This design comes from an exercise in tuning for small area on the open sky130 flow, not from production work. Where RTL was checked, it was by simulation tests only, not by an equivalence proof against the original. The RTL of runs 4 and 5 was laid out without a check of its function. The clock port is modelled as an ideal driver; clocking choices that lean on that would not hold on a real chip.

==> flow/design.v, too long to show whole: its modules and the start of the top module <==
// module delay_decode: 136 lines
// module dist_square_sum: 410 lines
// module isqrt_steps_0_6: 130 lines
// module isqrt_steps_6_8: 84 lines
// module delay_calc_top: 78 lines
module delay_calc_top (
    input  logic                                 clk,
    input  logic                                 reset,
    input  logic                                 start,
    input  logic signed [delay_pkg::coord_w-1:0] x_elem,
    input  logic signed [delay_pkg::coord_w-1:0] z_elem,
    input  logic signed [delay_pkg::coord_w-1:0] x_focus,
    input  logic signed [delay_pkg::coord_w-1:0] z_focus,
    input  logic        [delay_pkg::elem_w-1:0]  elem,
    output logic        [delay_pkg::delay_w-1:0] delay_out,
    output logic        [delay_pkg::elem_w-1:0]  elem_out,
    output logic                                 done
);
  // ...
==> flow/flow/run.sh <==
#!/bin/bash
# Layout flow: the standard flow (standard.sh) with these changes to how the layout is
# made:
#  - after the standard synthesis, polarity.py re-balances the inverters around the
#    adder, xor and other complementable cells (registers and ports untouched);
#  - the port buffers are sky130_fd_sc_hd__buf_1 cells;
#  - clock tree synthesis adds no dummy loads and uses clkbuf_8 cells;
#  - the buffers ABC inserted are removed at floorplan (repair adds back what timing needs).
# Each tool's output goes to a log file in this folder (ORFS's own logs stay under orfs/logs).
set -euo pipefail
W=$PWD
{
  echo "include $W/config.mk"
  echo "export BUFFER_PORTS_ARGS = -buffer_cell sky130_fd_sc_hd__buf_1"
  echo "export CTS_ARGS = -sink_clustering_enable -repair_clock_nets -dont_use_dummy_load -buf_list sky130_fd_sc_hd__clkbuf_8"
  echo "export REMOVE_ABC_BUFFERS = 1"
} > "$W/own_config.mk"
sed "s#DESIGN_CONFIG=[^ ]*#DESIGN_CONFIG=$W/own_config.mk#" standard.sh > "$W/own_standard.sh"
bash "$W/own_standard.sh" synth > "$W/own_synth.log" 2>&1
R=$(ls -d "$W"/orfs/results/*/delay_calc_top/base)
openroad -python -exit "$W/flow/polarity.py" "$R/1_synth.odb" "$R/1_synth.odb" > "$W/own_polarity.log" 2>&1
bash "$W/own_standard.sh" > "$W/own_flow.log" 2>&1
==> flow/standard.sh <==
#!/bin/bash
# synth_recipe.tcl (not shown) runs the flow's synth.tcl, then flattens the netlist and writes it again
# the make line also repeats each setting of config.mk as NAME=value (left out here)
make -C /OpenROAD-flow-scripts/flow DESIGN_CONFIG=/design/flow/config.mk WORK_HOME=/design/flow/orfs CLKGATE_MAP_FILE= SYNTH_SCRIPT=/design/flow/synth_recipe.tcl "${@:-finish}"
==> flow/config.mk <==
export PLATFORM = sky130hd
export DESIGN_NAME = delay_calc_top
export DESIGN_NICKNAME = delay_calc_top
export VERILOG_FILES = /design/flow/design.v
export SDC_FILE = /design/flow/constraint.sdc
export NUM_CORES = 4
export LEC_CHECK = 0
export CAP_MARGIN = 20
export CORE_MARGIN = 2
export CORE_UTILIZATION = 40
export GPL_TIMING_DRIVEN = 0
export SLEW_MARGIN = 20
==> flow/constraint.sdc <==
create_clock -name core_clock -period 7.5 [get_ports {clk}]
set_input_delay 1.5000 -clock core_clock [delete_from_list [all_inputs] [get_ports {clk}]]
set_output_delay 1.5000 -clock core_clock [all_outputs]
set_load 0.01 [all_outputs]
Not shown: flow/flow/polarity.py
==> results.sh, run 1 <==
export IMPL_setup_viol=0
export IMPL_rows=48
export IMPL_hold_slack_ps=328.9
export IMPL_holdPathStages=0
export IMPL_clock_fmax_mhz=138.6
export IMPL_crit_type="reg2reg"
export IMPL_die_x_um=136.8
export IMPL_grt_pass1_wl_um=22580
export IMPL_cts_inserted_buffers=9
export IMPL_htree_levels=3
export IMPL_dieArea_um2=18710
export IMPL_largest_register_ffs=16
export IMPL_grt_overflow=0
export IMPL_final_clk_cell_share_pct=1.598
export IMPL_tightestPinTransition_ps=619.3
export IMPL_start_util_pct=40.91
export IMPL_met1Wirelength_um=6007
export IMPL_status="timing/DRC/antenna clean"
export IMPL_place_area_um2=7565
export IMPL_final_layout_size_suffix_gt1_share_pct=6.258
export IMPL_final_common_cell="fa_1"
export IMPL_drt_iter0_markers=188
export IMPL_postCtsHoldBufs=0
export IMPL_port_buffers=89
export IMPL_hp_start="p1_tag[1]"
export IMPL_drtPass1Iterations=4
export IMPL_r2r_end="p2_sat"
export IMPL_clock_sinks=83
export IMPL_critPathRequiredTime_ps=7740
export IMPL_cpLargestDelayFamily="adder cells"
export IMPL_seq_cells=83
export IMPL_wl_um=12780
export IMPL_utilization_pct=44.96
export IMPL_fin_setup_tns_ps=0
==> run 2, diff against run 1 <==
--- a/flow/flow/run.sh
+++ b/flow/flow/run.sh
@@ -4,3 +4,3 @@
 #  - after the standard synthesis, polarity.py re-balances the inverters around the
-#    adder, xor and other complementable cells (registers and ports untouched);
+#    adder, xor and other complementable cells, and sizes upsized logic cells down (registers and ports untouched);
 #  - the port buffers are sky130_fd_sc_hd__buf_1 cells;
--- a/flow/flow/polarity.py
+++ b/flow/flow/polarity.py
@@ -232,4 +232,13 @@
 
+def sum_unused(name):
+    inst = block.findInst(name)
+    net = out_iterm(inst, 'SUM').getNet()
+    return net is None or (not any(it.isInputSignal() for it in net.getITerms())
+                           and len(list(net.getBTerms())) == 0)
+ha_nosum = {name for name in ha_vars if sum_unused(name)}
+
 def cost_ha(name):
     qa, qb, ys, yc = ha_pat(name)
+    if name in ha_nosum:
+        return CARRY[(qa, qb, yc)][1]
     if (qa, qb, ys, yc) == (0, 0, 0, 0):
@@ -429,3 +438,3 @@
 for name, (qa, qb, ys, yc) in ha_plan.items():
-    if (qa, qb, ys, yc) == (0, 0, 0, 0):
+    if (qa, qb, ys, yc) == (0, 0, 0, 0) and name not in ha_nosum:
         continue
@@ -438,8 +447,9 @@
     t = qa ^ qb ^ ys
-    xs = new_inst('xnor2_1' if t else 'xor2_1')
-    for it in xs.getITerms():
-        n = it.getMTerm().getName()
-        if n == 'A': it.connect(nets['A'])
-        elif n == 'B': it.connect(nets['B'])
-        elif it.isOutputSignal(): it.connect(nets['SUM'])
+    if name not in ha_nosum:
+        xs = new_inst('xnor2_1' if t else 'xor2_1')
+        for it in xs.getITerms():
+            n = it.getMTerm().getName()
+            if n == 'A': it.connect(nets['A'])
+            elif n == 'B': it.connect(nets['B'])
+            elif it.isOutputSignal(): it.connect(nets['SUM'])
     cell, _, pins = CARRY[(qa, qb, yc)]
@@ -500,2 +510,23 @@
 
+# Combinational cells that synthesis upsized go back to the smallest size of the same
+# function; the flow's timing repair sizes up again where timing needs it.
+n_down = 0
+for inst in list(block.getInsts()):
+    n = mname(inst)
+    if not n.startswith(P) or kind(inst) in ('inv',):
+        pass
+    base, _, size = n.rpartition('_')
+    if not size.isdigit() or size in ('0', '1') or '__df' in n or '__clk' in n or '__buf' in n:
+        continue
+    for small in ('1', '0'):
+        m = db.findMaster(base + '_' + small)
+        if m is not None:
+            old_pins = sorted(mt.getName() for mt in inst.getMaster().getMTerms())
+            new_pins = sorted(mt.getName() for mt in m.getMTerms())
+            if old_pins == new_pins:
+                inst.swapMaster(m)
+                n_down += 1
+                break
+print('downsized: %d' % n_down)
+
 insts = list(block.getInsts())
==> run 2 against run 1 <==
  * Global-route usage down 0.12 points
  * Still clean on timing, DRC and antenna
  * Highest routed layer unchanged
  * Largest cell class unchanged
  * Worst hold slack gained 2.4 ps
  * Design area fell by 0.76%
==> results.sh, run 2 <==
export IMPL_drt_iter0_markers=164
export IMPL_top_register="p2_t"
export IMPL_gp_congestion=0.7927
export IMPL_n_antenna_cell=0
export IMPL_fillCellCount=1660
export IMPL_grt_antenna_before_repair=0
export IMPL_routed_via_density=4.589
export IMPL_tightestPinTransition_ps=565.0
export IMPL_critPathMaxFanout=9
export IMPL_die_y_um=136.4
export IMPL_period_share_pct=95.54
export IMPL_syn_mean_instance_area_um2=10.32
export IMPL_end_kind="flop"
export IMPL_largest_register_ffs=16
export IMPL_period_needed_ps=7166
export IMPL_grt_max_degree=31
export IMPL_busiest_layer="met2"
export IMPL_grt_setup_unrepaired="no"
export IMPL_dp_hpwl_um=10210
export IMPL_crit_path_start_kind="flop"
export IMPL_dieArea_um2=18590
export IMPL_clk_pin_slew_ps=80
export IMPL_final_layout_size_suffix_gt1_share_pct=3.605
export IMPL_cts_root_buf="clkbuf_8"
export IMPL_holdPathStages=0
export IMPL_reg2reg_setup_slack_ps=330
export IMPL_grt_pass1_wl_um=22070
export IMPL_area_growth_pct=9.768
export IMPL_grt_overflow=0
export IMPL_cts_inserted_buffers=9
export IMPL_cts_tree="yes"
export IMPL_r2r_start="p1_dx[0]"
export IMPL_pre_cts_ws_ps=-262.2
export IMPL_rows=48
export IMPL_wl_um=12650
export IMPL_syn_inst=679
export IMPL_utilization_pct=44.62
export IMPL_min_path_type="reg2reg"
export IMPL_vias=4470
export IMPL_port_buffers=89
export IMPL_slew_headroom_pct=62.20
export IMPL_core_um2=17240
export IMPL_synth_warnings=1
export IMPL_crit_type="reg2reg"
export IMPL_skew_ps=24.20
export IMPL_hold_viol=0
export IMPL_reg2reg_depth=24
export IMPL_wl_per_cell_um=12.98
export IMPL_grtUsageMet2_pct=24.73
export IMPL_final_common_cell="fa_1"
export IMPL_r2r_end="p2_sat"
export IMPL_setup_ws_ps=334.2
export IMPL_first_global_vias=4558
export IMPL_finalNetCount=962
export IMPL_drc=0
export IMPL_hp_start="p1_tag[1]"
export IMPL_final_cell_mix="132 x fa_1, 98 x nand2_1, 88 x buf_1"
export IMPL_status="timing/DRC/antenna clean"
export IMPL_top_regs="p2_t: 16 flops, p1_dx: 11 flops, p1_dz: 11 flops"
export IMPL_slew_violations=0
export IMPL_hold_end="p2_tag[1]"
export IMPL_setup_viol=0
export IMPL_cap_violations=0
export IMPL_cts_buffer_depth=2
export IMPL_arrival_ps=7420
export IMPL_clock_sinks=83
export IMPL_clock_fmax_mhz=139.6
export IMPL_grt_total_usage_pct=15.26
export IMPL_critPathRequiredTime_ps=7750
export IMPL_gr_usage_met3_pct=3.356
export IMPL_io_pins=90
export IMPL_die_x_um=136.4
export IMPL_htree_levels=3
export IMPL_use_met1_pct=20.94
export IMPL_clock_latency_ps=380
export IMPL_drtAntennaViolNets=0
export IMPL_start_util_pct=40.65
export IMPL_drtPass1Iterations=4
export IMPL_mappedNetlistArea_um2=7007
==> run 2: cell type report <==
type | instances | area, µm² | share of cell area [%]
clock buffers | 9 | 123.9 | 1.611
inverters | 67 | 251.5 | 3.270
multi-input cells | 499 | 4994 | 64.93
flip-flops and latches | 83 | 1678 | 21.82
well taps | 225 | 281.5 | 3.660
repair buffers | 91 | 362.8 | 4.718
==> run 2: metal layers <==
metal  vias to the layer above  wire (µm)
met3                        10        584
met1                      2143       6154
li1                       2212          -
met5                         -          0
met2                       105       5790
met4                         0        116
==> run 2: repair_timing <==
item | in CTS | in global routing
hold buffers | 0 | 0
resized for setup | 5 | 12
pin swaps | 0 | 1
buffers inserted | 0 | 1
endpoints found under the setup margin | 1 | 2
==> run 2: critical path, cell delays in order, from the launching register on <==
cell       delay [ps]
dfxtp_4           400
inv_1              90
or2_1             230
fa_1              480
fa_1              570
fa_1              420
inv_1              80
fa_1              160
inv_1              50
fa_1              380
fa_2              360
fa_1              380
fa_1              390
fa_1              390
fa_1              400
fa_2              350
fa_2              350
fa_2              360
inv_1              80
nand2_1            90
a31oi_4           200
a21oi_1            70
a2bb2oi_1         140
or4_1             470
a21o_1            180
==> run 2: worst max-delay path by stage <==
| stage | startpoint | to | slack (ps) | cells past startpoint |
|---|---|---|---|---|
| floorplan | p1_dx[5] | p2_sat | 280 | 24 |
| global placement | p1_dx[5] | p2_sat | -240 | 24 |
| CTS | p1_dx[0] | p2_sat | 20 | 24 |
| detailed placement | p1_dx[5] | p2_sat | -260 | 24 |
| global route | p1_dx[0] | p2_sat | 20 | 24 |
| finish | p1_dx[0] | p2_sat | 330 | 24 |
==> run 2: per-stage QoR <==
step / instance area (µm²) / TNS (ps) / cells / hold WS (ps)
3_5_place_dp: 7520 / -262.2 / 964 / 312.1
3_3_place_gp: 7497 / -235.2 / 963 / 310.5
6_report: 7691 / 0 / 974 / 331.3
5_1_grt: 7691 / 0 / 974 / 340.7
2_1_floorplan: 6882 / 0 / 649 / 309.6
4_1_cts: 7655 / 0 / 973 / 333.8
==> run 3, diff against run 2 <==
--- a/flow/flow/run.sh
+++ b/flow/flow/run.sh
@@ -6,3 +6,4 @@
 #  - the port buffers are sky130_fd_sc_hd__buf_1 cells;
-#  - clock tree synthesis adds no dummy loads and uses clkbuf_8 cells;
+#  - clock tree synthesis adds no dummy loads and uses clkbuf_8 cells; after it,
+#    clk_downsize.tcl sizes clock buffers down while register clock-pin slew stays <= 120 ps;
 #  - the buffers ABC inserted are removed at floorplan (repair adds back what timing needs).
@@ -16,2 +17,3 @@
   echo "export REMOVE_ABC_BUFFERS = 1"
+  echo "export POST_CTS_TCL = $W/flow/clk_downsize.tcl"
 } > "$W/own_config.mk"
==> flow/flow/clk_downsize.tcl (new file) <==
set limit 0.120
proc worst_clk_slew {} {
  set w 0
  foreach p [get_pins -quiet */CLK] {
    set s [get_property $p slew_max]
    if {$s > $w} { set w $s }
  }
  return $w
}
estimate_parasitics -placement
puts "clk_downsize: worst clock-pin slew before [worst_clk_slew]"
set bufs {}
foreach inst [[ord::get_db_block] getInsts] {
  set m [[$inst getMaster] getName]
  if {[string match "sky130_fd_sc_hd__clkbuf_*" $m]} { lappend bufs $inst }
}
set n 0
foreach size {4 2} {
  foreach inst $bufs {
    set m [$inst getMaster]
    set name [$m getName]
    regexp {clkbuf_(\d+)$} $name -> cur
    if {$cur <= $size} continue
    set new [[ord::get_db] findMaster "sky130_fd_sc_hd__clkbuf_$size"]
    $inst swapMaster $new
    estimate_parasitics -placement
    if {[worst_clk_slew] > $limit} {
      $inst swapMaster $m
      estimate_parasitics -placement
    } else {
      incr n
    }
  }
}
puts "clk_downsize: $n buffers sized down; worst clock-pin slew after [worst_clk_slew]"
==> run 3 against run 2 <==
  * Final cell count rose by 0.21%
  * Worst setup slack better by 0.96 ps
  * Area after synthesis did not move
  * Highest routed layer unchanged
==> results.sh, run 3 <==
export IMPL_cpMostUsedCell="fa_1"
export IMPL_rows=48
export IMPL_dieArea_um2=18590
export IMPL_grt_overflow=0
export IMPL_final_layout_size_suffix_gt1_share_pct=3.867
export IMPL_first_global_vias=4556
export IMPL_routed_via_density=4.580
export IMPL_vias=4470
export IMPL_hold_viol=0
export IMPL_status="timing/DRC/antenna clean"
export IMPL_die_x_um=136.4
export IMPL_setup_viol=0
export IMPL_slew_violations=0
export IMPL_dp_cells=964
export IMPL_finalNetCount=963
export IMPL_grt_setup_unrepaired="no"
export IMPL_design_area_um2=7680
export IMPL_drt_iter0_markers=158
export IMPL_grt_pass1_wl_um=22080
export IMPL_path_cells="inv_2 > or2_1 > fa_1 > fa_1 > fa_1 > inv_1 > fa_1 > inv_1 > fa_1 > fa_2 > fa_1 > fa_1 > fa_1 > fa_1 > fa_1 > fa_2 > fa_2 > inv_1 > nand2_1 > a31oi_4 > a21oi_1 > a2bb2oi_1 > or4_1 > a21o_1"
export IMPL_mappedNetlistArea_um2=7007
export IMPL_slew_headroom_pct=62.18
export IMPL_gp_congestion=0.7927
export IMPL_port_buffers=89
export IMPL_final_common_cell="fa_1"
export IMPL_synth_warnings=1
export IMPL_tightestPinTransition_ps=565.3
export IMPL_drtAntennaViolNets=0
export IMPL_clock_latency_ps=580
export IMPL_crit_type="reg2reg"
export IMPL_end_kind="flop"
export IMPL_wl_um=12620
export IMPL_clk_pin_slew_ps=110
export IMPL_syn_inst=679
export IMPL_grt_antenna_before_repair=1
export IMPL_crit_path_start_kind="flop"
export IMPL_largest_register_ffs=16
export IMPL_grt_max_degree=31
export IMPL_cpLargestDelayFamily="adder cells"
export IMPL_multi_input_area_um2=4992
export IMPL_clock_fmax_mhz=139.6
export IMPL_critPathMaxFanout=4
export IMPL_period_needed_ps=7165
export IMPL_core_um2=17240
export IMPL_drtPass1Iterations=4
export IMPL_area_growth_pct=9.607
export IMPL_drc=0
export IMPL_register_area_um2=1692
export IMPL_grt_total_usage_pct=15.26
export IMPL_period_share_pct=95.53
export IMPL_critPathBufInv=4
export IMPL_min_path_type="reg2reg"
export IMPL_skew_ps=38.39
export IMPL_start_util_pct=40.65
export IMPL_syn_mean_instance_area_um2=10.32
export IMPL_top_register="p2_t"
export IMPL_critical_path_max_stage_delay_ps=570
export IMPL_place_area_um2=7520
export IMPL_critPathRequiredTime_ps=7990
export IMPL_die_y_um=136.4
export IMPL_cts_tree="yes"
export IMPL_io_pins=90
export IMPL_final_cell_mix="133 x fa_1, 98 x nand2_1, 88 x buf_1"
export IMPL_wl_per_cell_um=12.93
export IMPL_clock_sinks=83
export IMPL_fillCellCount=1658
export IMPL_fin_cells=976
export IMPL_arrival_ps=7650
export IMPL_top_regs="p2_t: 16 flops, p1_dx: 11 flops, p1_dz: 11 flops"
export IMPL_cap_violations=0
export IMPL_dp_hpwl_um=10210
export IMPL_crit_slowest_cell="fa_1"
## run 3: per-layer routing
layer | global-route usage [%] | vias to the layer above | part of all wire (%)
met5 | 0 | - | 0
met4 | 3.646 | 0 | 1.2
met3 | 3.356 | 12 | 4.2
met2 | 24.71 | 97 | 46
met1 | 20.96 | 2147 | 49
li1 | - | 2214 | -
## run 3: area by class of cell, clock buffers not listed
cell class / instances / share of cell area [%]
timing repair buffer: 92 / 4.822
tap: 225 / 3.666
multi-input combinational: 499 / 65.00
antenna: 1 / 0.03258
sequential: 83 / 22.03
inverter: 67 / 3.275
## run 3: metrics by stage
step	hold slack (ps)	util [%]	setup TNS, ps	worst slack [ps]
6_report	332.7	44.56	0	335.1
2_1_floorplan	309.6	-	0	278.1
3_5_place_dp	312.1	43.63	-262.2	-262.2
3_3_place_gp	310.5	43.50	-235.2	-235.2
5_1_grt	341.5	44.56	0	26.16
## run 3: path summary, 6_finish.rpt
check	start	to	slack, ps	depth (start not counted)
worst max-delay path	p1_dx[5]	p2_sat	340	24
worst min-delay path	p1_tag[1]	p2_tag[1]	330	0
worst max register to register	p1_dx[5]	p2_sat	340	24
worst min register to register	p1_tag[1]	p2_tag[1]	330	0
==> module delay_calc_top, before the edit <==
module delay_calc_top (
    input  logic                                 clk,
    input  logic                                 reset,
    input  logic                                 start,
    input  logic signed [delay_pkg::coord_w-1:0] x_elem,
    input  logic signed [delay_pkg::coord_w-1:0] z_elem,
    input  logic signed [delay_pkg::coord_w-1:0] x_focus,
    input  logic signed [delay_pkg::coord_w-1:0] z_focus,
    input  logic        [delay_pkg::elem_w-1:0]  elem,
    output logic        [delay_pkg::delay_w-1:0] delay_out,
    output logic        [delay_pkg::elem_w-1:0]  elem_out,
    output logic                                 done
);
    logic [10:0] dx, dz;
    logic        far;
    logic [10:0] p1_dx;
    logic [10:0] p1_dz;
    logic        p1_sat;
    logic [6:0] p1_tag;
    logic        p1_valid;
    logic [21:0] sum_sq_p1_dx;
    logic [15:0] p2_t;
    logic        p2_sat;
    logic [6:0] p2_tag;
    logic        p2_valid;
    logic [7:0] r_q6;
    logic [3:0] t_q6;
    logic [5:0] q_q6;
    logic [7:0] p3_r;
    logic [5:0] p3_q;
    logic [3:0] p3_t;
    logic        p3_sat;
    logic [6:0] p3_tag;
    logic        p3_valid;
    logic [7:0] q_q8;
    delay_decode u_decode (
        .x_elem (x_elem), .z_elem (z_elem), .x_focus (x_focus), .z_focus (z_focus),
        .dx (dx), .dz (dz), .far (far)
    );
    always_ff @(posedge clk) begin
        p1_valid <= (start && !reset);
        p1_dx <= dx;
        p1_dz <= dz;
        p1_sat <= far;
        p1_tag <= elem;
    end
    dist_square_sum u_sq_p1_dx (.dx (p1_dx), .dz (p1_dz), .sum_sq (sum_sq_p1_dx));
    always_ff @(posedge clk) begin
        p2_valid <= (p1_valid && !reset);
        p2_t <= sum_sq_p1_dx[19:4];
        p2_sat <= (p1_sat || sum_sq_p1_dx[21] || sum_sq_p1_dx[20]);
        p2_tag <= p1_tag;
    end
    isqrt_steps_0_6 u_root_0_6 (.t_in (p2_t), .r_out (r_q6), .t_out (t_q6), .q_out (q_q6));
    always_ff @(posedge clk) begin
        if (reset) begin
            p3_valid <= 1'b0;
            p3_r <= '0;
            p3_q <= '0;
            p3_t <= '0;
            p3_sat <= '0;
            p3_tag <= '0;
        end else begin
            p3_valid <= (p2_valid && !reset);
            if ((p2_valid && !reset)) begin
                p3_r <= r_q6;
                p3_q <= q_q6;
                p3_t <= t_q6;
                p3_sat <= p2_sat;
                p3_tag <= p2_tag;
            end
        end
    end
    isqrt_steps_6_8 u_root_6_8 (.r_in (p3_r), .q_in (p3_q), .t_in (p3_t), .q_out (q_q8));
    assign delay_out = q_q8 | {8{p3_sat}};
    assign elem_out  = p3_tag;
    assign done      = p3_valid;
endmodule
==> run 4, diff against run 3 <==
--- a/flow/design.v
+++ b/flow/design.v
@@ -558,7 +558,7 @@
 `default_nettype none
-module isqrt_steps_0_6 (
+module isqrt_steps_0_7 (
     input  logic [15:0] t_in,
-    output logic [7:0] r_out,
-    output logic [3:0] t_out,
-    output logic [5:0] q_out
+    output logic [8:0] r_out,
+    output logic [1:0] t_out,
+    output logic [6:0] q_out
 );
@@ -573,3 +573,5 @@
     logic n96, n97, n98, n99, n100, n101, n102, n103, n104, n105, n106, n107;
-    logic n108, n109;
+    logic n108, n109, n110, n111, n112, n113, n114, n115, n116, n117, n118, n119;
+    logic n120, n121, n122, n123, n124, n125, n126, n127, n128, n129, n130, n131;
+    logic n132, n133, n134, n135, n136, n137, n138, n139, n140, n141, n142;
     assign n0 = ~t_in[14];
@@ -684,10 +686,43 @@
     assign n109 = ~n107;
-    assign r_out = {n107, n105, n103, n101, n99, n97, n95, n93};
-    assign t_out = {t_in[3], t_in[2], t_in[1], t_in[0]};
-    assign q_out = {n4, n17, n34, n55, n80, n109};
+    assign n110 = ~n107;
+    assign n111 = n109 ^ n110;
+    assign n112 = ~n107;
+    assign n113 = n80 ^ n112;
+    assign n114 = ~n107;
+    assign n115 = n55 ^ n114;
+    assign n116 = ~n107;
+    assign n117 = n34 ^ n116;
+    assign n118 = ~n107;
+    assign n119 = n17 ^ n118;
+    assign n120 = ~n107;
+    assign n121 = n4 ^ n120;
+    assign n122 = ~n107;
+    assign n123 = ~n107;
+    assign n124 = t_in[2] ^ n107 ^ n123;
+    assign n125 = (t_in[2] & n107) | (t_in[2] & n123) | (n107 & n123);
+    assign n126 = ~(t_in[3] ^ n125);
+    assign n127 = t_in[3] | n125;
+    assign n128 = n93 ^ n111 ^ n127;
+    assign n129 = (n93 & n111) | (n93 & n127) | (n111 & n127);
+    assign n130 = n95 ^ n113 ^ n129;
+    assign n131 = (n95 & n113) | (n95 & n129) | (n113 & n129);
+    assign n132 = n97 ^ n115 ^ n131;
+    assign n133 = (n97 & n115) | (n97 & n131) | (n115 & n131);
+    assign n134 = n99 ^ n117 ^ n133;
+    assign n135 = (n99 & n117) | (n99 & n133) | (n117 & n133);
+    assign n136 = n101 ^ n119 ^ n135;
+    assign n137 = (n101 & n119) | (n101 & n135) | (n119 & n135);
+    assign n138 = n103 ^ n121 ^ n137;
+    assign n139 = (n103 & n121) | (n103 & n137) | (n121 & n137);
+    assign n140 = n105 ^ n122 ^ n139;
+    assign n141 = (n105 & n122) | (n105 & n139) | (n122 & n139);
+    assign n142 = ~n140;
+    assign r_out = {n140, n138, n136, n134, n132, n130, n128, n126, n124};
+    assign t_out = {t_in[1], t_in[0]};
+    assign q_out = {n4, n17, n34, n55, n80, n109, n142};
 endmodule
-module isqrt_steps_6_8 (
-    input  logic [7:0] r_in,
-    input  logic [5:0] q_in,
-    input  logic [3:0] t_in,
+module isqrt_steps_7_8 (
+    input  logic [8:0] r_in,
+    input  logic [6:0] q_in,
+    input  logic [1:0] t_in,
     output logic [7:0] q_out
@@ -697,76 +732,41 @@
     logic n24, n25, n26, n27, n28, n29, n30, n31, n32, n33, n34, n35;
-    logic n36, n37, n38, n39, n40, n41, n42, n43, n44, n45, n46, n47;
-    logic n48, n49, n50, n51, n52, n53, n54, n55, n56, n57, n58, n59;
-    logic n60, n61, n62, n63, n64, n65, n66, n67, n68, n69;
-    assign n0 = ~r_in[7];
+    logic n36;
+    assign n0 = ~r_in[8];
     assign n1 = q_in[0] ^ n0;
-    assign n2 = ~r_in[7];
+    assign n2 = ~r_in[8];
     assign n3 = q_in[1] ^ n2;
-    assign n4 = ~r_in[7];
+    assign n4 = ~r_in[8];
     assign n5 = q_in[2] ^ n4;
-    assign n6 = ~r_in[7];
+    assign n6 = ~r_in[8];
     assign n7 = q_in[3] ^ n6;
-    assign n8 = ~r_in[7];
+    assign n8 = ~r_in[8];
     assign n9 = q_in[4] ^ n8;
-    assign n10 = ~r_in[7];
+    assign n10 = ~r_in[8];
     assign n11 = q_in[5] ^ n10;
-    assign n12 = ~r_in[7];
-    assign n13 = ~r_in[7];
-    assign n14 = t_in[2] ^ r_in[7] ^ n13;
-    assign n15 = (t_in[2] & r_in[7]) | (t_in[2] & n13) | (r_in[7] & n13);
-    assign n16 = ~(t_in[3] ^ n15);
-    assign n17 = t_in[3] | n15;
-    assign n18 = r_in[0] ^ n1 ^ n17;
-    assign n19 = (r_in[0] & n1) | (r_in[0] & n17) | (n1 & n17);
-    assign n20 = r_in[1] ^ n3 ^ n19;
-    assign n21 = (r_in[1] & n3) | (r_in[1] & n19) | (n3 & n19);
-    assign n22 = r_in[2] ^ n5 ^ n21;
-    assign n23 = (r_in[2] & n5) | (r_in[2] & n21) | (n5 & n21);
-    assign n24 = r_in[3] ^ n7 ^ n23;
-    assign n25 = (r_in[3] & n7) | (r_in[3] & n23) | (n7 & n23);
-    assign n26 = r_in[4] ^ n9 ^ n25;
-    assign n27 = (r_in[4] & n9) | (r_in[4] & n25) | (n9 & n25);
-    assign n28 = r_in[5] ^ n11 ^ n27;
-    assign n29 = (r_in[5] & n11) | (r_in[5] & n27) | (n11 & n27);
-    assign n30 = r_in[6] ^ n12 ^ n29;
-    assign n31 = (r_in[6] & n12) | (r_in[6] & n29) | (n12 & n29);
-    assign n32 = ~n30;
-    assign n33 = ~n30;
-    assign n34 = n32 ^ n33;
-    assign n35 = ~n30;
-    assign n36 = q_in[0] ^ n35;
-    assign n37 = ~n30;
-    assign n38 = q_in[1] ^ n37;
-    assign n39 = ~n30;
-    assign n40 = q_in[2] ^ n39;
-    assign n41 = ~n30;
-    assign n42 = q_in[3] ^ n41;
-    assign n43 = ~n30;
-    assign n44 = q_in[4] ^ n43;
-    assign n45 = ~n30;
-    assign n46 = q_in[5] ^ n45;
-    assign n47 = ~n30;
-    assign n48 = ~n30;
-    assign n49 = t_in[0] ^ n30 ^ n48;
-    assign n50 = (t_in[0] & n30) | (t_in[0] & n48) | (n30 & n48);
-    assign n51 = ~(t_in[1] ^ n50);
-    assign n52 = t_in[1] | n50;
-    assign n53 = n14 ^ n34 ^ n52;
-    assign n54 = (n14 & n34) | (n14 & n52) | (n34 & n52);
-    assign n55 = n16 ^ n36 ^ n54;
-    assign n56 = (n16 & n36) | (n16 & n54) | (n36 & n54);
-    assign n57 = n18 ^ n38 ^ n56;
-    assign n58 = (n18 & n38) | (n18 & n56) | (n38 & n56);
-    assign n59 = n20 ^ n40 ^ n58;
-    assign n60 = (n20 & n40) | (n20 & n58) | (n40 & n58);
-    assign n61 = n22 ^ n42 ^ n60;
-    assign n62 = (n22 & n42) | (n22 & n60) | (n42 & n60);
-    assign n63 = n24 ^ n44 ^ n62;
-    assign n64 = (n24 & n44) | (n24 & n62) | (n44 & n62);
-    assign n65 = n26 ^ n46 ^ n64;
-    assign n66 = (n26 & n46) | (n26 & n64) | (n46 & n64);
-    assign n67 = n28 ^ n47 ^ n66;
-    assign n68 = (n28 & n47) | (n28 & n66) | (n47 & n66);
-    assign n69 = ~n67;
-    assign q_out = {q_in[5], q_in[4], q_in[3], q_in[2], q_in[1], q_in[0], n32, n69};
+    assign n12 = ~r_in[8];
+    assign n13 = q_in[6] ^ n12;
+    assign n14 = ~r_in[8];
+    assign n15 = ~r_in[8];
+    assign n16 = t_in[0] ^ r_in[8] ^ n15;
+    assign n17 = (t_in[0] & r_in[8]) | (t_in[0] & n15) | (r_in[8] & n15);
+    assign n18 = ~(t_in[1] ^ n17);
+    assign n19 = t_in[1] | n17;
+    assign n20 = r_in[0] ^ n1 ^ n19;
+    assign n21 = (r_in[0] & n1) | (r_in[0] & n19) | (n1 & n19);
+    assign n22 = r_in[1] ^ n3 ^ n21;
+    assign n23 = (r_in[1] & n3) | (r_in[1] & n21) | (n3 & n21);
+    assign n24 = r_in[2] ^ n5 ^ n23;
+    assign n25 = (r_in[2] & n5) | (r_in[2] & n23) | (n5 & n23);
+    assign n26 = r_in[3] ^ n7 ^ n25;
+    assign n27 = (r_in[3] & n7) | (r_in[3] & n25) | (n7 & n25);
+    assign n28 = r_in[4] ^ n9 ^ n27;
+    assign n29 = (r_in[4] & n9) | (r_in[4] & n27) | (n9 & n27);
+    assign n30 = r_in[5] ^ n11 ^ n29;
+    assign n31 = (r_in[5] & n11) | (r_in[5] & n29) | (n11 & n29);
+    assign n32 = r_in[6] ^ n13 ^ n31;
+    assign n33 = (r_in[6] & n13) | (r_in[6] & n31) | (n13 & n31);
+    assign n34 = r_in[7] ^ n14 ^ n33;
+    assign n35 = (r_in[7] & n14) | (r_in[7] & n33) | (n14 & n33);
+    assign n36 = ~n34;
+    assign q_out = {q_in[6], q_in[5], q_in[4], q_in[3], q_in[2], q_in[1], q_in[0], n36};
 endmodule
@@ -801,8 +801,8 @@
     logic        p2_valid;
-    logic [7:0] r_q6;
-    logic [3:0] t_q6;
-    logic [5:0] q_q6;
-    logic [7:0] p3_r;
-    logic [5:0] p3_q;
-    logic [3:0] p3_t;
+    logic [8:0] r_q7;
+    logic [1:0] t_q7;
+    logic [6:0] q_q7;
+    logic [8:0] p3_r;
+    logic [6:0] p3_q;
+    logic [1:0] p3_t;
     logic        p3_sat;
@@ -829,3 +829,3 @@
     end
-    isqrt_steps_0_6 u_root_0_6 (.t_in (p2_t), .r_out (r_q6), .t_out (t_q6), .q_out (q_q6));
+    isqrt_steps_0_7 u_root_0_7 (.t_in (p2_t), .r_out (r_q7), .t_out (t_q7), .q_out (q_q7));
     always_ff @(posedge clk) begin
@@ -841,5 +841,5 @@
             if ((p2_valid && !reset)) begin
-                p3_r <= r_q6;
-                p3_q <= q_q6;
-                p3_t <= t_q6;
+                p3_r <= r_q7;
+                p3_q <= q_q7;
+                p3_t <= t_q7;
                 p3_sat <= p2_sat;
@@ -849,3 +849,3 @@
     end
-    isqrt_steps_6_8 u_root_6_8 (.r_in (p3_r), .q_in (p3_q), .t_in (p3_t), .q_out (q_q8));
+    isqrt_steps_7_8 u_root_7_8 (.r_in (p3_r), .q_in (p3_q), .t_in (p3_t), .q_out (q_q8));
     assign delay_out = q_q8 | {8{p3_sat}};
==> run 4 against run 3 <==
  * Now fails the layout checks on setup timing
  * Utilization up 1.8 points
  * Global-route usage rose by 0.68 points
  * Die area increased by 0.14%
  * Maximum frequency decreased by 7.8%
  * Critical endpoint is now p3_r[8]
  * Largest cell class unchanged
  * Highest routed layer unchanged
==> results.sh, run 4 <==
export IMPL_die_y_um=136.4
export IMPL_drt_iter0_markers=161
export IMPL_critPathRequiredTime_ps=7790
export IMPL_grt_antenna_before_repair=1
export IMPL_fillCellCount=1544
export IMPL_clock_fmax_mhz=128.7
export IMPL_port_buffers=89
export IMPL_grt_max_degree=32
export IMPL_design_area_um2=7985
export IMPL_cts_tree="yes"
export IMPL_end_kind="flop"
export IMPL_core_um2=17240
export IMPL_pre_cts_ws_ps=-2018
export IMPL_rows=48
export IMPL_first_global_vias=5046
export IMPL_grt_setup_unrepaired="yes"
export IMPL_dp_cells=951
export IMPL_area_growth_pct=13.80
export IMPL_slew_headroom_pct=59.70
export IMPL_fin_cells=979
export IMPL_cpMostUsedCell="fa_2"
export IMPL_syn_inst=667
export IMPL_syn_mean_instance_area_um2=10.52
export IMPL_gp_congestion=0.8150
export IMPL_setup_ws_ps=-272.8
export IMPL_cpLargestDelayFamily="adder cells"
export IMPL_grt_pass1_wl_um=22910
export IMPL_mappedNetlistArea_um2=7017
export IMPL_final_layout_size_suffix_gt1_share_pct=10.49
export IMPL_final_cell_mix="117 x fa_1, 88 x buf_1, 71 x nand2_1"
export IMPL_multi_input_area_um2=5205
export IMPL_finalNetCount=969
export IMPL_reg2reg_depth=28
export IMPL_drtAntennaViolNets=0
export IMPL_hold_slack_ps=338.1
export IMPL_holdPathStages=0
export IMPL_period_share_pct=103.6
export IMPL_crit_path_start_kind="flop"
export IMPL_synth_warnings=1
export IMPL_grt_overflow=0
export IMPL_reg2reg_setup_slack_ps=-270
export IMPL_largest_register_ffs=16
export IMPL_hold_end="p2_tag[3]"
export IMPL_fin_setup_tns_ps=-514.1
export IMPL_final_common_cell="fa_1"
export IMPL_crit_slowest_cell="fa_2"
export IMPL_dp_hpwl_um=10370
export IMPL_critPathBufInv=1
export IMPL_r2r_end="p3_r[8]"
export IMPL_slew_violations=0
export IMPL_setup_viol=2
export IMPL_drtPass1Iterations=4
export IMPL_top_regs="p2_t: 16 flops, p1_dx: 11 flops, p1_dz: 11 flops"
export IMPL_tightestPinTransition_ps=603.7
export IMPL_wl_per_cell_um=13.59
export IMPL_start_util_pct=40.71
export IMPL_io_pins=90
export IMPL_critPathMaxFanout=3
export IMPL_clock_sinks=83
export IMPL_vias=4591
export IMPL_register_area_um2=1693
export IMPL_so_faults="setup timing"
export IMPL_critical_path_max_stage_delay_ps=400
export IMPL_arrival_ps=8060
export IMPL_skew_ps=43.99
export IMPL_period_needed_ps=7773
export IMPL_hp_start="p1_tag[3]"
export IMPL_status="finished with violations"
export IMPL_wl_um=13300
export IMPL_top_register="p2_t"
export IMPL_clock_latency_ps=450
export IMPL_dieArea_um2=18620
export IMPL_min_path_type="reg2reg"
export IMPL_routed_via_density=4.689
export IMPL_grt_total_usage_pct=15.94
export IMPL_place_area_um2=7528
export IMPL_hold_viol=0
export IMPL_crit_type="reg2reg"
export IMPL_drc=0
export IMPL_clk_pin_slew_ps=100
export IMPL_r2r_start="p2_t[12]"
export IMPL_die_x_um=136.4
export IMPL_cap_violations=0
==> run 4: how the worst max path moves through the flow <==
stage	slack [ps]	startpoint	cells past startpoint	to
3_3_place_gp	-1880	p2_t[12]	28	p3_r[8]
5_1_grt	-500	p2_t[12]	29	p3_r[8]
2_1_floorplan	-1100	p2_t[12]	28	p3_r[8]
6_report	-270	p2_t[12]	28	p3_r[8]
3_5_place_dp	-2020	p2_t[12]	28	p3_r[8]
==> run 4: area by class of cell, clock buffers not listed <==
| class | count | area share [%] |
|---|---|---|
| diodes | 1 | 0.03134 |
| inverters | 60 | 2.820 |
| well taps | 225 | 3.526 |
| repair buffers | 108 | 6.189 |
| flip-flops and latches | 83 | 21.20 |
| multi-input cells | 493 | 65.18 |
==> run 4: per-layer routing <==
metal	share of wire, %	GRT usage, %
met1	40	18.07
met2	55	29.79
met3	3.7	3.393
met4	1.5	4.919
met5	0	0
==> run 4: metrics by stage <==
stage	util (%)
2_1_floorplan	-
5_1_grt	46.33
6_report	46.33
3_3_place_gp	43.55
3_5_place_dp	43.68
==> run 5, diff against run 4 <==
--- a/flow/design.v
+++ b/flow/design.v
@@ -558,7 +558,7 @@
 `default_nettype none
-module isqrt_steps_0_7 (
+module isqrt_steps_0_5 (
     input  logic [15:0] t_in,
-    output logic [8:0] r_out,
-    output logic [1:0] t_out,
-    output logic [6:0] q_out
+    output logic [6:0] r_out,
+    output logic [5:0] t_out,
+    output logic [4:0] q_out
 );
@@ -570,8 +570,3 @@
     logic n60, n61, n62, n63, n64, n65, n66, n67, n68, n69, n70, n71;
-    logic n72, n73, n74, n75, n76, n77, n78, n79, n80, n81, n82, n83;
-    logic n84, n85, n86, n87, n88, n89, n90, n91, n92, n93, n94, n95;
-    logic n96, n97, n98, n99, n100, n101, n102, n103, n104, n105, n106, n107;
-    logic n108, n109, n110, n111, n112, n113, n114, n115, n116, n117, n118, n119;
-    logic n120, n121, n122, n123, n124, n125, n126, n127, n128, n129, n130, n131;
-    logic n132, n133, n134, n135, n136, n137, n138, n139, n140, n141, n142;
+    logic n72, n73, n74, n75, n76, n77, n78, n79, n80;
     assign n0 = ~t_in[14];
@@ -657,72 +652,10 @@
     assign n80 = ~n78;
-    assign n81 = ~n78;
-    assign n82 = n80 ^ n81;
-    assign n83 = ~n78;
-    assign n84 = n55 ^ n83;
-    assign n85 = ~n78;
-    assign n86 = n34 ^ n85;
-    assign n87 = ~n78;
-    assign n88 = n17 ^ n87;
-    assign n89 = ~n78;
-    assign n90 = n4 ^ n89;
-    assign n91 = ~n78;
-    assign n92 = ~n78;
-    assign n93 = t_in[4] ^ n78 ^ n92;
-    assign n94 = (t_in[4] & n78) | (t_in[4] & n92) | (n78 & n92);
-    assign n95 = ~(t_in[5] ^ n94);
-    assign n96 = t_in[5] | n94;
-    assign n97 = n66 ^ n82 ^ n96;
-    assign n98 = (n66 & n82) | (n66 & n96) | (n82 & n96);
-    assign n99 = n68 ^ n84 ^ n98;
-    assign n100 = (n68 & n84) | (n68 & n98) | (n84 & n98);
-    assign n101 = n70 ^ n86 ^ n100;
-    assign n102 = (n70 & n86) | (n70 & n100) | (n86 & n100);
-    assign n103 = n72 ^ n88 ^ n102;
-    assign n104 = (n72 & n88) | (n72 & n102) | (n88 & n102);
-    assign n105 = n74 ^ n90 ^ n104;
-    assign n106 = (n74 & n90) | (n74 & n104) | (n90 & n104);
-    assign n107 = n76 ^ n91 ^ n106;
-    assign n108 = (n76 & n91) | (n76 & n106) | (n91 & n106);
-    assign n109 = ~n107;
-    assign n110 = ~n107;
-    assign n111 = n109 ^ n110;
-    assign n112 = ~n107;
-    assign n113 = n80 ^ n112;
-    assign n114 = ~n107;
-    assign n115 = n55 ^ n114;
-    assign n116 = ~n107;
-    assign n117 = n34 ^ n116;
-    assign n118 = ~n107;
-    assign n119 = n17 ^ n118;
-    assign n120 = ~n107;
-    assign n121 = n4 ^ n120;
-    assign n122 = ~n107;
-    assign n123 = ~n107;
-    assign n124 = t_in[2] ^ n107 ^ n123;
-    assign n125 = (t_in[2] & n107) | (t_in[2] & n123) | (n107 & n123);
-    assign n126 = ~(t_in[3] ^ n125);
-    assign n127 = t_in[3] | n125;
-    assign n128 = n93 ^ n111 ^ n127;
-    assign n129 = (n93 & n111) | (n93 & n127) | (n111 & n127);
-    assign n130 = n95 ^ n113 ^ n129;
-    assign n131 = (n95 & n113) | (n95 & n129) | (n113 & n129);
-    assign n132 = n97 ^ n115 ^ n131;
-    assign n133 = (n97 & n115) | (n97 & n131) | (n115 & n131);
-    assign n134 = n99 ^ n117 ^ n133;
-    assign n135 = (n99 & n117) | (n99 & n133) | (n117 & n133);
-    assign n136 = n101 ^ n119 ^ n135;
-    assign n137 = (n101 & n119) | (n101 & n135) | (n119 & n135);
-    assign n138 = n103 ^ n121 ^ n137;
-    assign n139 = (n103 & n121) | (n103 & n137) | (n121 & n137);
-    assign n140 = n105 ^ n122 ^ n139;
-    assign n141 = (n105 & n122) | (n105 & n139) | (n122 & n139);
-    assign n142 = ~n140;
-    assign r_out = {n140, n138, n136, n134, n132, n130, n128, n126, n124};
-    assign t_out = {t_in[1], t_in[0]};
-    assign q_out = {n4, n17, n34, n55, n80, n109, n142};
+    assign r_out = {n78, n76, n74, n72, n70, n68, n66};
+    assign t_out = {t_in[5], t_in[4], t_in[3], t_in[2], t_in[1], t_in[0]};
+    assign q_out = {n4, n17, n34, n55, n80};
 endmodule
-module isqrt_steps_7_8 (
-    input  logic [8:0] r_in,
-    input  logic [6:0] q_in,
-    input  logic [1:0] t_in,
+module isqrt_steps_5_8 (
+    input  logic [6:0] r_in,
+    input  logic [4:0] q_in,
+    input  logic [5:0] t_in,
     output logic [7:0] q_out
@@ -732,41 +665,108 @@
     logic n24, n25, n26, n27, n28, n29, n30, n31, n32, n33, n34, n35;
-    logic n36;
-    assign n0 = ~r_in[8];
+    logic n36, n37, n38, n39, n40, n41, n42, n43, n44, n45, n46, n47;
+    logic n48, n49, n50, n51, n52, n53, n54, n55, n56, n57, n58, n59;
+    logic n60, n61, n62, n63, n64, n65, n66, n67, n68, n69, n70, n71;
+    logic n72, n73, n74, n75, n76, n77, n78, n79, n80, n81, n82, n83;
+    logic n84, n85, n86, n87, n88, n89, n90, n91, n92, n93, n94, n95;
+    logic n96, n97, n98;
+    assign n0 = ~r_in[6];
     assign n1 = q_in[0] ^ n0;
-    assign n2 = ~r_in[8];
+    assign n2 = ~r_in[6];
     assign n3 = q_in[1] ^ n2;
-    assign n4 = ~r_in[8];
+    assign n4 = ~r_in[6];
     assign n5 = q_in[2] ^ n4;
-    assign n6 = ~r_in[8];
+    assign n6 = ~r_in[6];
     assign n7 = q_in[3] ^ n6;
-    assign n8 = ~r_in[8];
+    assign n8 = ~r_in[6];
     assign n9 = q_in[4] ^ n8;
-    assign n10 = ~r_in[8];
-    assign n11 = q_in[5] ^ n10;
-    assign n12 = ~r_in[8];
-    assign n13 = q_in[6] ^ n12;
-    assign n14 = ~r_in[8];
-    assign n15 = ~r_in[8];
-    assign n16 = t_in[0] ^ r_in[8] ^ n15;
-    assign n17 = (t_in[0] & r_in[8]) | (t_in[0] & n15) | (r_in[8] & n15);
-    assign n18 = ~(t_in[1] ^ n17);
-    assign n19 = t_in[1] | n17;
-    assign n20 = r_in[0] ^ n1 ^ n19;
-    assign n21 = (r_in[0] & n1) | (r_in[0] & n19) | (n1 & n19);
-    assign n22 = r_in[1] ^ n3 ^ n21;
-    assign n23 = (r_in[1] & n3) | (r_in[1] & n21) | (n3 & n21);
-    assign n24 = r_in[2] ^ n5 ^ n23;
-    assign n25 = (r_in[2] & n5) | (r_in[2] & n23) | (n5 & n23);
-    assign n26 = r_in[3] ^ n7 ^ n25;
-    assign n27 = (r_in[3] & n7) | (r_in[3] & n25) | (n7 & n25);
-    assign n28 = r_in[4] ^ n9 ^ n27;
-    assign n29 = (r_in[4] & n9) | (r_in[4] & n27) | (n9 & n27);
-    assign n30 = r_in[5] ^ n11 ^ n29;
-    assign n31 = (r_in[5] & n11) | (r_in[5] & n29) | (n11 & n29);
-    assign n32 = r_in[6] ^ n13 ^ n31;
-    assign n33 = (r_in[6] & n13) | (r_in[6] & n31) | (n13 & n31);
-    assign n34 = r_in[7] ^ n14 ^ n33;
-    assign n35 = (r_in[7] & n14) | (r_in[7] & n33) | (n14 & n33);
-    assign n36 = ~n34;
-    assign q_out = {q_in[6], q_in[5], q_in[4], q_in[3], q_in[2], q_in[1], q_in[0], n36};
+    assign n10 = ~r_in[6];
+    assign n11 = ~r_in[6];
+    assign n12 = t_in[4] ^ r_in[6] ^ n11;
+    assign n13 = (t_in[4] & r_in[6]) | (t_in[4] & n11) | (r_in[6] & n11);
+    assign n14 = ~(t_in[5] ^ n13);
+    assign n15 = t_in[5] | n13;
+    assign n16 = r_in[0] ^ n1 ^ n15;
+    assign n17 = (r_in[0] & n1) | (r_in[0] & n15) | (n1 & n15);
+    assign n18 = r_in[1] ^ n3 ^ n17;
+    assign n19 = (r_in[1] & n3) | (r_in[1] & n17) | (n3 & n17);
+    assign n20 = r_in[2] ^ n5 ^ n19;
+    assign n21 = (r_in[2] & n5) | (r_in[2] & n19) | (n5 & n19);
+    assign n22 = r_in[3] ^ n7 ^ n21;
+    assign n23 = (r_in[3] & n7) | (r_in[3] & n21) | (n7 & n21);
+    assign n24 = r_in[4] ^ n9 ^ n23;
+    assign n25 = (r_in[4] & n9) | (r_in[4] & n23) | (n9 & n23);
+    assign n26 = r_in[5] ^ n10 ^ n25;
+    assign n27 = (r_in[5] & n10) | (r_in[5] & n25) | (n10 & n25);
+    assign n28 = ~n26;
+    assign n29 = ~n26;
+    assign n30 = n28 ^ n29;
+    assign n31 = ~n26;
+    assign n32 = q_in[0] ^ n31;
+    assign n33 = ~n26;
+    assign n34 = q_in[1] ^ n33;
+    assign n35 = ~n26;
+    assign n36 = q_in[2] ^ n35;
+    assign n37 = ~n26;
+    assign n38 = q_in[3] ^ n37;
+    assign n39 = ~n26;
+    assign n40 = q_in[4] ^ n39;
+    assign n41 = ~n26;
+    assign n42 = ~n26;
+    assign n43 = t_in[2] ^ n26 ^ n42;
+    assign n44 = (t_in[2] & n26) | (t_in[2] & n42) | (n26 & n42);
+    assign n45 = ~(t_in[3] ^ n44);
+    assign n46 = t_in[3] | n44;
+    assign n47 = n12 ^ n30 ^ n46;
+    assign n48 = (n12 & n30) | (n12 & n46) | (n30 & n46);
+    assign n49 = n14 ^ n32 ^ n48;
+    assign n50 = (n14 & n32) | (n14 & n48) | (n32 & n48);
+    assign n51 = n16 ^ n34 ^ n50;
+    assign n52 = (n16 & n34) | (n16 & n50) | (n34 & n50);
+    assign n53 = n18 ^ n36 ^ n52;
+    assign n54 = (n18 & n36) | (n18 & n52) | (n36 & n52);
+    assign n55 = n20 ^ n38 ^ n54;
+    assign n56 = (n20 & n38) | (n20 & n54) | (n38 & n54);
+    assign n57 = n22 ^ n40 ^ n56;
+    assign n58 = (n22 & n40) | (n22 & n56) | (n40 & n56);
+    assign n59 = n24 ^ n41 ^ n58;
+    assign n60 = (n24 & n41) | (n24 & n58) | (n41 & n58);
+    assign n61 = ~n59;
+    assign n62 = ~n59;
+    assign n63 = n61 ^ n62;
+    assign n64 = ~n59;
+    assign n65 = n28 ^ n64;
+    assign n66 = ~n59;
+    assign n67 = q_in[0] ^ n66;
+    assign n68 = ~n59;
+    assign n69 = q_in[1] ^ n68;
+    assign n70 = ~n59;
+    assign n71 = q_in[2] ^ n70;
+    assign n72 = ~n59;
+    assign n73 = q_in[3] ^ n72;
+    assign n74 = ~n59;
+    assign n75 = q_in[4] ^ n74;
+    assign n76 = ~n59;
+    assign n77 = ~n59;
+    assign n78 = t_in[0] ^ n59 ^ n77;
+    assign n79 = (t_in[0] & n59) | (t_in[0] & n77) | (n59 & n77);
+    assign n80 = ~(t_in[1] ^ n79);
+    assign n81 = t_in[1] | n79;
+    assign n82 = n43 ^ n63 ^ n81;
+    assign n83 = (n43 & n63) | (n43 & n81) | (n63 & n81);
+    assign n84 = n45 ^ n65 ^ n83;
+    assign n85 = (n45 & n65) | (n45 & n83) | (n65 & n83);
+    assign n86 = n47 ^ n67 ^ n85;
+    assign n87 = (n47 & n67) | (n47 & n85) | (n67 & n85);
+    assign n88 = n49 ^ n69 ^ n87;
+    assign n89 = (n49 & n69) | (n49 & n87) | (n69 & n87);
+    assign n90 = n51 ^ n71 ^ n89;
+    assign n91 = (n51 & n71) | (n51 & n89) | (n71 & n89);
+    assign n92 = n53 ^ n73 ^ n91;
+    assign n93 = (n53 & n73) | (n53 & n91) | (n73 & n91);
+    assign n94 = n55 ^ n75 ^ n93;
+    assign n95 = (n55 & n75) | (n55 & n93) | (n75 & n93);
+    assign n96 = n57 ^ n76 ^ n95;
+    assign n97 = (n57 & n76) | (n57 & n95) | (n76 & n95);
+    assign n98 = ~n96;
+    assign q_out = {q_in[4], q_in[3], q_in[2], q_in[1], q_in[0], n28, n61, n98};
 endmodule
@@ -801,8 +801,8 @@
     logic        p2_valid;
-    logic [8:0] r_q7;
-    logic [1:0] t_q7;
-    logic [6:0] q_q7;
-    logic [8:0] p3_r;
-    logic [6:0] p3_q;
-    logic [1:0] p3_t;
+    logic [6:0] r_q5;
+    logic [5:0] t_q5;
+    logic [4:0] q_q5;
+    logic [6:0] p3_r;
+    logic [4:0] p3_q;
+    logic [5:0] p3_t;
     logic        p3_sat;
@@ -829,3 +829,3 @@
     end
-    isqrt_steps_0_7 u_root_0_7 (.t_in (p2_t), .r_out (r_q7), .t_out (t_q7), .q_out (q_q7));
+    isqrt_steps_0_5 u_root_0_5 (.t_in (p2_t), .r_out (r_q5), .t_out (t_q5), .q_out (q_q5));
     always_ff @(posedge clk) begin
@@ -841,5 +841,5 @@
             if ((p2_valid && !reset)) begin
-                p3_r <= r_q7;
-                p3_q <= q_q7;
-                p3_t <= t_q7;
+                p3_r <= r_q5;
+                p3_q <= q_q5;
+                p3_t <= t_q5;
                 p3_sat <= p2_sat;
@@ -849,3 +849,3 @@
     end
-    isqrt_steps_7_8 u_root_7_8 (.r_in (p3_r), .q_in (p3_q), .t_in (p3_t), .q_out (q_q8));
+    isqrt_steps_5_8 u_root_5_8 (.r_in (p3_r), .q_in (p3_q), .t_in (p3_t), .q_out (q_q8));
     assign delay_out = q_q8 | {8{p3_sat}};
==> run 5 against run 4 <==
  * The layout still fails its checks (setup timing)
  * Design area fell by 2.1%
  * Area after synthesis fell by 1.4%
  * Worst hold slack lost 5.2 ps
  * Via count down 1.3%
  * Utilization is 0.68 points lower
  * Synthesized cell count shrank 0.30%
  * Global-route usage rose by 0.24 points
  * Critical endpoint is now delay_out[0]
==> results.sh, run 5 <==
export IMPL_status="finished with violations"
export IMPL_so_faults="setup timing"
export IMPL_pre_cts_ws_ps=-1806
export IMPL_utilization_pct=45.65
export IMPL_grt_max_degree=30
export IMPL_final_layout_size_suffix_gt1_share_pct=8.835
export IMPL_die_y_um=135.5
export IMPL_setup_viol=1
export IMPL_n_antenna_cell=0
export IMPL_arrival_ps=6800
export IMPL_final_common_cell="fa_1"
export IMPL_dp_hpwl_um=10760
export IMPL_place_area_um2=7447
export IMPL_top_regs="p2_t: 16 flops, p1_dx: 11 flops, p1_dz: 11 flops"
export IMPL_met1Wirelength_um=5753
export IMPL_grt_pass1_wl_um=23360
export IMPL_fin_setup_tns_ps=-798.9
export IMPL_hold_slack_ps=333.0
export IMPL_fin_cells=972
export IMPL_routed_top_layer="met4"
export IMPL_grt_total_usage_pct=16.19
export IMPL_drc=0
export IMPL_hold_viol=0
export IMPL_syn_mean_instance_area_um2=10.41
export IMPL_wl_met2_um=6737
export IMPL_clock_sinks=83
export IMPL_crit_type="reg2out"
export IMPL_cap_violations=0
export IMPL_io_pins=90
export IMPL_first_global_vias=5043
export IMPL_start_util_pct=40.44
export IMPL_crit_path_start_kind="flop"
export IMPL_design_area_um2=7814
export IMPL_drtAntennaViolNets=0
export IMPL_dr_wl_met3_um=630
export IMPL_vias=4532
export IMPL_top_register="p2_t"
export IMPL_rows=48
export IMPL_mappedNetlistArea_um2=6922
export IMPL_skew_ps=31.10
export IMPL_area_growth_pct=12.89
export IMPL_die_x_um=135.5
export IMPL_final_cell_mix="122 x fa_1, 92 x nand2_1, 86 x buf_1"
export IMPL_wl_um=13310
export IMPL_port_buffers=89
export IMPL_drt_iter0_markers=191
export IMPL_clk_pin_slew_ps=80
export IMPL_drtPass1Iterations=4
export IMPL_path_cells="and2_4 > nor2_4 > nand2b_1 > fa_2 > fa_2 > fa_2 > fa_2 > fa_2 > xnor3_2 > xnor2_2 > fa_2 > fa_2 > fa_2 > fa_2 > fa_2 > xor2_4 > xor2_2 > buf_4 > xor2_1 > o221a_1 > a2111oi_4 > o21a_1 > nor2_1 > buf_2"
export IMPL_gp_congestion=0.8568
export IMPL_grt_setup_unrepaired="yes"
export IMPL_period_needed_ps=8299
export IMPL_finalNetCount=960
export IMPL_slew_headroom_pct=63.12
export IMPL_critical_path_max_stage_delay_ps=390
export IMPL_synth_warnings=1
export IMPL_slew_violations=0
export IMPL_clock_fmax_mhz=120.5
export IMPL_routed_via_density=4.663
export IMPL_dieArea_um2=18370
export IMPL_end_kind="primary output"
export IMPL_wl_per_cell_um=13.69
export IMPL_setup_ws_ps=-798.9
export IMPL_tightestPinTransition_ps=549.3
export IMPL_cpLargestDelayFamily="adder cells"
export IMPL_largest_register_ffs=16
export IMPL_cts_tree="yes"
export IMPL_critPathRequiredTime_ps=6000
export IMPL_clock_latency_ps=540
export IMPL_cpMostUsedCell="fa_2"
export IMPL_syn_inst=665
export IMPL_grt_overflow=0
export IMPL_dp_cells=952
export IMPL_core_um2=17120
export IMPL_min_path_type="reg2reg"
export IMPL_crit_slowest_cell="fa_2"
export IMPL_critPathBufInv=2
export IMPL_critPathMaxFanout=4
export IMPL_grt_antenna_before_repair=0
export IMPL_period_share_pct=110.7
==> run 5: area by class of cell, clock buffers not listed <==
type	instances	area [µm²]
fill	1615	9303
inverter	62	232.7
tap	225	281.5
sequential	83	1683
multi-input combinational	492	5091
timing repair buffer	101	447.9
==> run 5: worst register-to-register path, cell delays in order (launching register included) <==
cell and delay (ps):
dfxtp_4 360, inv_1 80, or2_1 260, fa_1 490, fa_1 570, fa_1 400, inv_1 90, fa_1 180
inv_1 50, fa_1 370, fa_1 400, fa_1 400, fa_1 400, fa_2 350, fa_2 350, fa_2 340
fa_1 400, fa_2 370, inv_1 70, nand2_1 90, a31oi_4 170, o21bai_2 120, a21oi_2 220, xor2_1 170
a22oi_1 100, o22a_1 240
==> run 5: worst paths after layout <==
path	slack, ps	end	startpoint	depth (start not counted)
max	-800	delay_out[0]	p3_r[6]	24
min	330	p2_tag[2]	p1_tag[2]	0
max reg2reg	350	p2_sat	p1_dx[5]	25
min reg2reg	330	p2_tag[2]	p1_tag[2]	0
==> run 5: metal layers <==
| layer | vias to the layer above | global-route usage (%) |
|---|---|---|
| li1 | 2170 | - |
| met1 | 2217 | 19.64 |
| met2 | 127 | 29.46 |
| met3 | 18 | 3.292 |
| met4 | 0 | 3.935 |
| met5 | - | 0 |

what the ideal ports hide:
In the flow no input, the clock included, has a driving cell. The finished layouts below were timed again as built, in two steps. Step 1, drivers: a clkbuf_16 drives clk and a buf_2 each remaining input, both assumed. Step 2 moves the port delays by t, midway between the first and last clock arrival at a register: inputs arrive t later, outputs are due t later. That takes back most of the time a late clock gives input paths. a / b / c = ideal ports / drivers / drivers and shift; a / b = the first two.
| run | shift t [ns] | setup slack, ns | slew at the worst register clock pin (ns) |
|---|---|---|---|
| run 1 | 0.394 | 0.285 / 0.285 / 0.285 | 0.10 / 0.10 |
| run 2 | 0.397 | 0.334 / 0.334 / 0.334 | 0.09 / 0.09 |
| run 3 | 0.593 | 0.335 / 0.335 / 0.335 | 0.11 / 0.11 |
| run 4 | 0.469 | -0.273 / -0.273 / -0.273 | 0.10 / 0.10 |
| run 5 | 0.559 | -0.799 / -0.831 / -0.272 | 0.11 / 0.11 |
